What follows belongs to an exercise in optimizing a design on an open flow for small area, a short achievable clock period and few clock cycles; a production flow would make more cautious choices.
Where RTL was checked, it was by simulation tests only, not by an equivalence proof against the original.
No activity file was given, so power comes from the tool's default toggle rates.

fjord:
==> flow/design.v <==
`timescale 1ns/100ps
package ahci_dma_pkg;
    typedef logic [31:0] addr_t;        
    typedef logic [63:0] qword_t;       
    typedef logic [31:0] dword_t;       
    typedef logic [4:0]  ct_index_t;    
    typedef logic [15:0] prd_count_t;   
    typedef logic [18:0] qw_count_t;    
    typedef logic [3:0]  burst_len_t;   
    typedef logic [3:0]  cache_t;       
    typedef logic [5:0]  axi_id_t;
    localparam burst_len_t CT_BURST_LEN  = 4'd15;    
    localparam burst_len_t PRD_BURST_LEN = 4'd1;     
    localparam burst_len_t MAX_BURST_LEN = 4'd15;
    localparam addr_t      PRDT_OFFSET   = 32'h80;
    localparam cache_t     CACHE_DEFAULT = 4'h3;
    localparam axi_id_t    ID_CT   = 6'd0;
    localparam axi_id_t    ID_PRD  = 6'd1;
    localparam axi_id_t    ID_DATA = 6'd2;
    localparam int         FIFO_QWORDS = 32;
    localparam int         PRD_IRQ_BIT = 31;         
    localparam int         PRD_DBC_MSB = 21;         
    typedef enum logic [2:0] {
        st_idle, st_ct, st_prd, st_data, st_drain
    } dma_state_t;
    typedef enum logic [1:0] {
        kind_ct, kind_prd, kind_data
    } req_kind_t;
endpackage
`timescale 1ns/100ps
module ahci_dma (
    input  logic       hclk,
    input  logic       hrst,
    input  logic       cmd_start,
    input  ahci_dma_pkg::addr_t      ctba,
    input  ahci_dma_pkg::prd_count_t prdtl,
    input  ahci_dma_pkg::ct_index_t  ct_addr,
    input  logic       ct_re,
    output ahci_dma_pkg::dword_t     ct_data,
    output logic       ct_busy,
    output logic       cmd_busy,
    output logic       cmd_done,
    output logic       prd_done,
    output logic       prd_irq,
    output ahci_dma_pkg::dword_t     sys_out,
    output logic       sys_dav,
    input  logic       sys_re,
    input  ahci_dma_pkg::cache_t     cache_wr_data,
    input  logic       cache_we,
    output ahci_dma_pkg::addr_t      araddr,
    output ahci_dma_pkg::burst_len_t arlen,
    output ahci_dma_pkg::axi_id_t    arid,
    output ahci_dma_pkg::cache_t     arcache,
    output logic [2:0] arsize,
    output logic [1:0] arburst,
    output logic       arvalid,
    input  logic       arready,
    input  ahci_dma_pkg::qword_t     rdata,
    input  logic       rvalid,
    input  logic       rlast,
    input  ahci_dma_pkg::axi_id_t    rid,
    output logic       rready
);
    logic rx, rx_ct, rx_prd, rx_dat;
    assign rx     = rvalid && rready;
    assign rx_ct  = rx && ct_busy;
    assign rx_prd = rx && rid[0];
    assign rx_dat = rx && rid[1];
    logic [3:0] cfg;
    always_ff @(posedge hclk) begin
        if (hrst) begin
            cfg <= ahci_dma_pkg::CACHE_DEFAULT;
        end else if (cache_we) begin
            cfg <= cache_wr_data;
        end
    end
    assign arcache = cfg;
    logic [63:0] cr [4][4];
    logic [1:0]  cg;
    logic [3:0]  ct_cnt;                    
    logic [1:0]  ct_e;                      
    logic        ok_no, ok_rx, mode_rx;
    logic [3:0]  ctw;                       
    logic [3:0]  ctw_no, ctw_rx;
    logic [1:0]  grp_rx;
    logic        ct_rdy_nx;                 
    always_ff @(posedge hclk) begin
        for (int m = 0; m < 4; m++) begin
            cr[m][0] <= ctw[m] ? rdata : cr[m][3];
            cr[m][1] <= cr[m][0];
            cr[m][2] <= cr[m][1];
            cr[m][3] <= cr[m][2];
        end
    end
    assign ct_e    = ct_cnt[1:0];
    assign ok_no   = (ct_cnt == 4'd0) || (cg + 2'd2 == ct_e);
    assign ok_rx   = (ct_cnt == 4'd0) || (cg + 2'd1 == ct_e);
    assign mode_rx = (ct_cnt != 4'd15);
    assign grp_rx  = ct_cnt[3:2] + {1'b0, ct_e == 2'd3};
    always_comb begin
        for (int m = 0; m < 4; m++) begin
            ctw_no[m] = ok_no && (ct_cnt[3:2] == 2'(m));
            ctw_rx[m] = mode_rx && ok_rx && (grp_rx == 2'(m));
        end
    end
    assign ct_rdy_nx = rx_ct ? (!mode_rx || ok_rx) : ok_no;
    always_ff @(posedge hclk) begin
        cg <= (rx_ct && ct_cnt == 4'd0) ? 2'd0 : cg + 2'd1;
        if (hrst) begin
            ctw <= 4'd0;
        end else if (cmd_start) begin
            ctw <= 4'd1;
        end else begin
            ctw <= ct_busy ? (rx_ct ? ctw_rx : ctw_no) : 4'd0;
        end
        if (hrst || cmd_start) begin
            ct_cnt <= 4'd0;
        end else if (rx_ct) begin
            ct_cnt <= ct_cnt + 4'd1;
        end
    end
    logic [31:0] rd_sel;
    logic [31:0] rd_or;
    logic [3:0]  rd_slot;
    always_comb begin
        for (int i = 0; i < 4; i++) begin
            rd_slot[i] = (ct_addr[2:1] == cg - 2'(i));
        end
        rd_or = 32'd0;
        for (int m = 0; m < 4; m++) begin
            for (int i = 0; i < 4; i++) begin
                for (int h = 0; h < 2; h++) begin
                    rd_sel[8*m + 2*i + h] = (ct_addr[4:3] == 2'(m)) && (ct_addr[0] == 1'(h)) &&
                                            rd_slot[i];
                    rd_or = rd_or | ({32{rd_sel[8*m + 2*i + h]}} & cr[m][i][32*h +: 32]);
                end
            end
        end
    end
    always_ff @(posedge hclk) begin
        ct_data <= rd_or;
    end
    logic [28:0] ar_a;                      
    logic [1:0]  ar_id;
    logic [27:0] prd_ptr;                   
    logic [27:0] prd_nxt;
    logic [15:0] prds_left;                 
    logic        prds_nz;
    logic [14:0] bcnt;                      
    logic        bz, b1;                    
    logic [3:0]  tail;                      
    logic        irq_cur;
    logic        o1, o2;                    
    logic        o1_nx, o2_nx;
    logic        fin;                       
    logic        st_ct, st_prd, st_pw, st_dat, st_dw;
    logic        inc, dec, fin_end;
    logic        nxt_prd;                   
    logic        adv;                       
    logic        pb0, pb1;                  
    assign araddr  = {ar_a, 3'b000};
    assign arid    = {4'd0, ar_id};
    assign arsize  = 3'd3;
    assign arburst = 2'b01;
    assign prd_nxt = prd_ptr + 28'd1;
    assign inc     = st_dat && arready;
    assign dec     = rx_dat && rlast;
    assign fin_end = dec && fin && !o2;
    assign o1_nx   = inc || (o1 && !(dec && !o2));
    assign o2_nx   = (inc && !dec && o1) || (o2 && (!dec || inc));
    assign nxt_prd = ((st_ct && arready) || (inc && bz)) && prds_nz;
    assign adv     = inc && !bz;
    assign pb0     = st_pw && rx_prd && !rlast;
    assign pb1     = st_pw && rx_prd && rlast;
    always_ff @(posedge hclk) begin
        if (hrst) begin
            arvalid   <= 1'b0;
            st_ct     <= 1'b0;
            st_prd    <= 1'b0;
            st_pw     <= 1'b0;
            st_dat    <= 1'b0;
            st_dw     <= 1'b0;
            o1        <= 1'b0;
            o2        <= 1'b0;
            fin       <= 1'b0;
            prds_left <= 16'd0;
            prds_nz   <= 1'b0;
        end else begin
            o1 <= o1_nx;
            o2 <= o2_nx;
            if (fin_end) begin
                fin <= 1'b0;
            end
            if (cmd_start) begin
                arvalid   <= 1'b1;
                st_ct     <= 1'b1;
                prds_left <= prdtl;
                prds_nz   <= (prdtl != 16'd0);
            end
            if (st_ct && arready) begin
                st_ct   <= 1'b0;
                st_prd  <= prds_nz;
                arvalid <= prds_nz;
            end
            if (st_prd && arready) begin
                st_prd  <= 1'b0;
                st_pw   <= 1'b1;
                arvalid <= 1'b0;
            end
            if (pb1) begin
                st_pw     <= 1'b0;
                st_dat    <= 1'b1;
                arvalid   <= 1'b1;
                prds_left <= prds_left - 16'd1;
                prds_nz   <= (prds_left != 16'd1);
            end
            if (inc && bz) begin
                fin     <= 1'b1;
                st_dat  <= 1'b0;
                st_prd  <= prds_nz;
                arvalid <= prds_nz;
            end
            if (adv && (o2 || (o1 && !dec))) begin
                st_dat  <= 1'b0;                
                st_dw   <= 1'b1;
                arvalid <= 1'b0;
            end
            if (st_dw && !o2) begin
                st_dw   <= 1'b0;
                st_dat  <= 1'b1;
                arvalid <= 1'b1;
            end
        end
    end
    always_ff @(posedge hclk) begin
        if (cmd_start) begin
            ar_a    <= {ctba[31:7], 4'd0};
            arlen   <= ahci_dma_pkg::CT_BURST_LEN;
            ar_id   <= 2'd0;
            prd_ptr <= {ctba[31:7], 3'b111};
        end
        if (nxt_prd) begin
            ar_a    <= {prd_nxt, 1'b0};
            arlen   <= ahci_dma_pkg::PRD_BURST_LEN;
            ar_id   <= 2'd1;
            prd_ptr <= prd_nxt;
        end
        if (adv) begin
            ar_a[28:4] <= ar_a[28:4] + 25'd1;
            bcnt       <= bcnt - 15'd1;
            bz         <= b1;
            b1         <= (bcnt == 15'd2);
            arlen      <= b1 ? tail : ahci_dma_pkg::MAX_BURST_LEN;
        end
        if (pb0) begin
            ar_a <= rdata[31:3];
        end
        if (pb1) begin
            bcnt    <= rdata[53:39];
            bz      <= (rdata[53:39] == 15'd0);
            b1      <= (rdata[53:39] == 15'd1);
            tail    <= rdata[38:35];
            irq_cur <= rdata[63];
            arlen   <= (rdata[53:39] != 15'd0) ? ahci_dma_pkg::MAX_BURST_LEN : rdata[38:35];
            ar_id   <= 2'd2;
        end
    end
    logic [63:0] fq_d [3];
    logic [2:0]  fq_t [3];                  
    logic [2:0]  wp, rp;                    
    logic [2:0]  cnt;                       
    logic        hi;                        
    logic        ld, deq, pop, up, dn, full_nx;
    logic [2:0]  o_t;
    logic [63:0] head_d;
    logic [2:0]  head_t;
    logic        done_nx;
    logic [2:0]  fw;                        
    assign pop     = sys_dav && sys_re;
    assign ld      = !sys_dav || sys_re;
    assign deq     = ld && cnt[0] && hi;
    assign up      = rx_dat && !deq;
    assign dn      = deq && !rx_dat;
    assign full_nx = !deq && (cnt[2] || (cnt[1] && rx_dat));
    assign done_nx = (pop && o_t[2]) || (rx_ct && rlast && !prds_nz);
    always_comb begin
        head_d = 64'd0;
        head_t = 3'd0;
        for (int i = 0; i < 3; i++) begin
            head_d = head_d | ({64{rp[i]}} & fq_d[i]);
            head_t = head_t | ({3{rp[i]}} & fq_t[i]);
        end
    end
    always_ff @(posedge hclk) begin
        for (int i = 0; i < 3; i++) begin
            if (fw[i]) begin
                fq_d[i] <= rdata;
                fq_t[i] <= {fin_end && !prds_nz, fin_end && irq_cur, fin_end};
            end
        end
        if (ld && cnt[0]) begin
            sys_out <= hi ? head_d[63:32] : head_d[31:0];
            o_t     <= hi ? head_t : 3'd0;
        end
    end
    always_ff @(posedge hclk) begin
        if (hrst) begin
            wp       <= 3'b001;
            fw       <= 3'b001;
            rp       <= 3'b001;
            cnt      <= 3'b000;
            hi       <= 1'b0;
            sys_dav  <= 1'b0;
            rready   <= 1'b1;
            ct_busy  <= 1'b0;
            cmd_busy <= 1'b0;
            cmd_done <= 1'b0;
            prd_done <= 1'b0;
            prd_irq  <= 1'b0;
        end else begin
            if (up) begin
                cnt <= {cnt[1:0], 1'b1};
            end else if (dn) begin
                cnt <= {1'b0, cnt[2:1]};
            end
            if (ct_busy) begin
                rready <= ct_rdy_nx;            
            end else begin
                rready <= !full_nx || !o1_nx;
            end
            if (rx_dat) begin
                wp <= {wp[1:0], wp[2]};
            end
            fw <= full_nx ? 3'b000 : (rx_dat ? {wp[1:0], wp[2]} : wp);
            if (deq) begin
                rp <= {rp[1:0], rp[2]};
            end
            if (ld) begin
                sys_dav <= cnt[0];
                if (cnt[0]) begin
                    hi <= !hi;
                end
            end
            prd_done <= pop && o_t[0];
            prd_irq  <= pop && o_t[1];
            cmd_done <= done_nx;
            if (cmd_start) begin
                ct_busy  <= 1'b1;
                cmd_busy <= 1'b1;
            end else begin
                if (rx_ct && rlast) begin
                    ct_busy <= 1'b0;
                end
                if (done_nx) begin
                    cmd_busy <= 1'b0;
                end
            end
        end
    end
endmodule
clock: 6.0 ns
lec_check: 0
cap_margin: 20
core_margin: 2
core_utilization: 40
setup_slack_margin: 3.5
slew_margin: 20
run.sh (not shown) runs the stock make flow with config.mk's settings and CLKGATE_MAP_FILE= SYNTH_SCRIPT=/design/flow/synth_recipe.tcl, a recipe that flattens the netlist after the stock synthesis.
Testbench counts of fjord, summed over its fixed seeds: cycles 56,609.
Changes in raven relative to fjord:
--- a/flow/design.v
+++ b/flow/design.v
@@ -62,9 +62,9 @@
     output logic       rready
 );
     logic rx, rx_ct, rx_prd, rx_dat;
     assign rx     = rvalid && rready;
-    assign rx_ct  = rx && ct_busy;
+    assign rx_ct  = rx && (rid[1:0] == 2'd0);
     assign rx_prd = rx && rid[0];
     assign rx_dat = rx && rid[1];
     logic [3:0] cfg;
     always_ff @(posedge hclk) begin
@@ -75,44 +75,40 @@
         end
     end
     assign arcache = cfg;
     logic [63:0] cr [4][4];
-    logic [1:0]  cg;
+    logic [1:0]  cg [4];
     logic [3:0]  ct_cnt;                    
-    logic [1:0]  ct_e;                      
-    logic        ok_no, ok_rx, mode_rx;
+    logic [1:0]  ct_ph;                     
+    logic [1:0]  ct_ph_nx, ct_e_nx;
+    logic        ct_ok_nx;                  
+    logic        ct_mode_nx;                
+    logic [1:0]  ct_grp_nx;
     logic [3:0]  ctw;                       
-    logic [3:0]  ctw_no, ctw_rx;
-    logic [1:0]  grp_rx;
-    logic        ct_rdy_nx;                 
     always_ff @(posedge hclk) begin
         for (int m = 0; m < 4; m++) begin
             cr[m][0] <= ctw[m] ? rdata : cr[m][3];
             cr[m][1] <= cr[m][0];
             cr[m][2] <= cr[m][1];
             cr[m][3] <= cr[m][2];
+            cg[m]    <= (rx_ct && ct_cnt == {2'(m), 2'd0}) ? 2'd0 : cg[m] + 2'd1;
         end
     end
-    assign ct_e    = ct_cnt[1:0];
-    assign ok_no   = (ct_cnt == 4'd0) || (cg + 2'd2 == ct_e);
-    assign ok_rx   = (ct_cnt == 4'd0) || (cg + 2'd1 == ct_e);
-    assign mode_rx = (ct_cnt != 4'd15);
-    assign grp_rx  = ct_cnt[3:2] + {1'b0, ct_e == 2'd3};
-    always_comb begin
-        for (int m = 0; m < 4; m++) begin
-            ctw_no[m] = ok_no && (ct_cnt[3:2] == 2'(m));
-            ctw_rx[m] = mode_rx && ok_rx && (grp_rx == 2'(m));
-        end
-    end
-    assign ct_rdy_nx = rx_ct ? (!mode_rx || ok_rx) : ok_no;
+    assign ct_ph_nx = (rx_ct && ct_cnt[1:0] == 2'd0) ? 2'd0 : ct_ph + 2'd1;
+    assign ct_e_nx  = ct_cnt[1:0] + {1'b0, rx_ct};
+    assign ct_ok_nx = (ct_e_nx == 2'd0) || (ct_ph_nx == ct_e_nx - 2'd1);
+    assign ct_grp_nx = ct_cnt[3:2] + {1'b0, rx_ct && ct_cnt[1:0] == 2'd3};
+    assign ct_mode_nx = ct_busy && !(rx_ct && rlast);
     always_ff @(posedge hclk) begin
-        cg <= (rx_ct && ct_cnt == 4'd0) ? 2'd0 : cg + 2'd1;
-        if (hrst) begin
-            ctw <= 4'd0;
-        end else if (cmd_start) begin
-            ctw <= 4'd1;
-        end else begin
-            ctw <= ct_busy ? (rx_ct ? ctw_rx : ctw_no) : 4'd0;
+        ct_ph <= ct_ph_nx;
+        for (int m = 0; m < 4; m++) begin
+            if (hrst) begin
+                ctw[m] <= 1'b0;
+            end else if (cmd_start) begin
+                ctw[m] <= (m == 0);
+            end else begin
+                ctw[m] <= ct_mode_nx && ct_ok_nx && (ct_grp_nx == 2'(m));
+            end
         end
         if (hrst || cmd_start) begin
             ct_cnt <= 4'd0;
         end else if (rx_ct) begin
@@ -120,19 +116,15 @@
         end
     end
     logic [31:0] rd_sel;
     logic [31:0] rd_or;
-    logic [3:0]  rd_slot;
     always_comb begin
-        for (int i = 0; i < 4; i++) begin
-            rd_slot[i] = (ct_addr[2:1] == cg - 2'(i));
-        end
         rd_or = 32'd0;
         for (int m = 0; m < 4; m++) begin
             for (int i = 0; i < 4; i++) begin
                 for (int h = 0; h < 2; h++) begin
                     rd_sel[8*m + 2*i + h] = (ct_addr[4:3] == 2'(m)) && (ct_addr[0] == 1'(h)) &&
-                                            rd_slot[i];
+                                            (ct_addr[2:1] == cg[m] - 2'(i));
                     rd_or = rd_or | ({32{rd_sel[8*m + 2*i + h]}} & cr[m][i][32*h +: 32]);
                 end
             end
         end
@@ -322,10 +314,10 @@
                 cnt <= {cnt[1:0], 1'b1};
             end else if (dn) begin
                 cnt <= {1'b0, cnt[2:1]};
             end
-            if (ct_busy) begin
-                rready <= ct_rdy_nx;            
+            if (ct_mode_nx) begin
+                rready <= ct_ok_nx;             
             end else begin
                 rready <= !full_nx || !o1_nx;
             end
             if (rx_dat) begin
raven closes out successfully: all stages finished, all timing, DRC and antenna checks passed. fjord: PASS, flow complete, no timing, DRC or antenna violations. raven vs. fjord: met3 demand-to-capacity share in global routing increased by 0.82 points relative to the old numbers, half-perimeter wire length of the detailed placement result increased by 13% relative to the old numbers, placed cell area increased 0.70%. Diff raven..fjord | internal cell power | negligible. Going from fjord to raven, final area grows by 2.2%. The lower final worst-path cycle share of fjord and raven is in fjord. Of fjord and raven, the lower global router's overall resource usage belongs to fjord. The beginning of the critical path comes out rid[1] in one run and ar_a[21]$_DFFE_PP_ in the other, namely in raven and fjord respectively.
Only the layout flow was run in raven; the RTL was not checked for function there.

==> port drivers added, routing unchanged <==
How much do the figures lean on ideal ports? The routed layouts below were timed once more, with nothing changed but the port constraints.
Step 1 assumes that a clkbuf_16 drives the clock port and a buf_2 every other input.
Step 2 moves the port delays by t, midway between the first and last clock arrival at a register: inputs arrive t later, outputs are due t later. That takes back most of the time a late clock gives input paths.
Slacks: ideal / step 1 / step 2; pairs: ideal / step 1.
run	shift t [ns]	setup WS [ns]	hold WS [ns]	worst setup path at the end	worst slew at a driven data input, ns
fjord	0.821	3.407 / 3.290 / 2.469	0.339 / 0.339 / 0.339	input to register	0.33
raven	0.819	3.120 / 3.135 / 2.317	0.334 / 0.334 / 0.334	input to register	0.21
After both steps setup and hold are still met in every run listed. The setup slack of fjord, which loses most, moves by -0.117 ns with the drivers and by -0.938 ns with both steps.
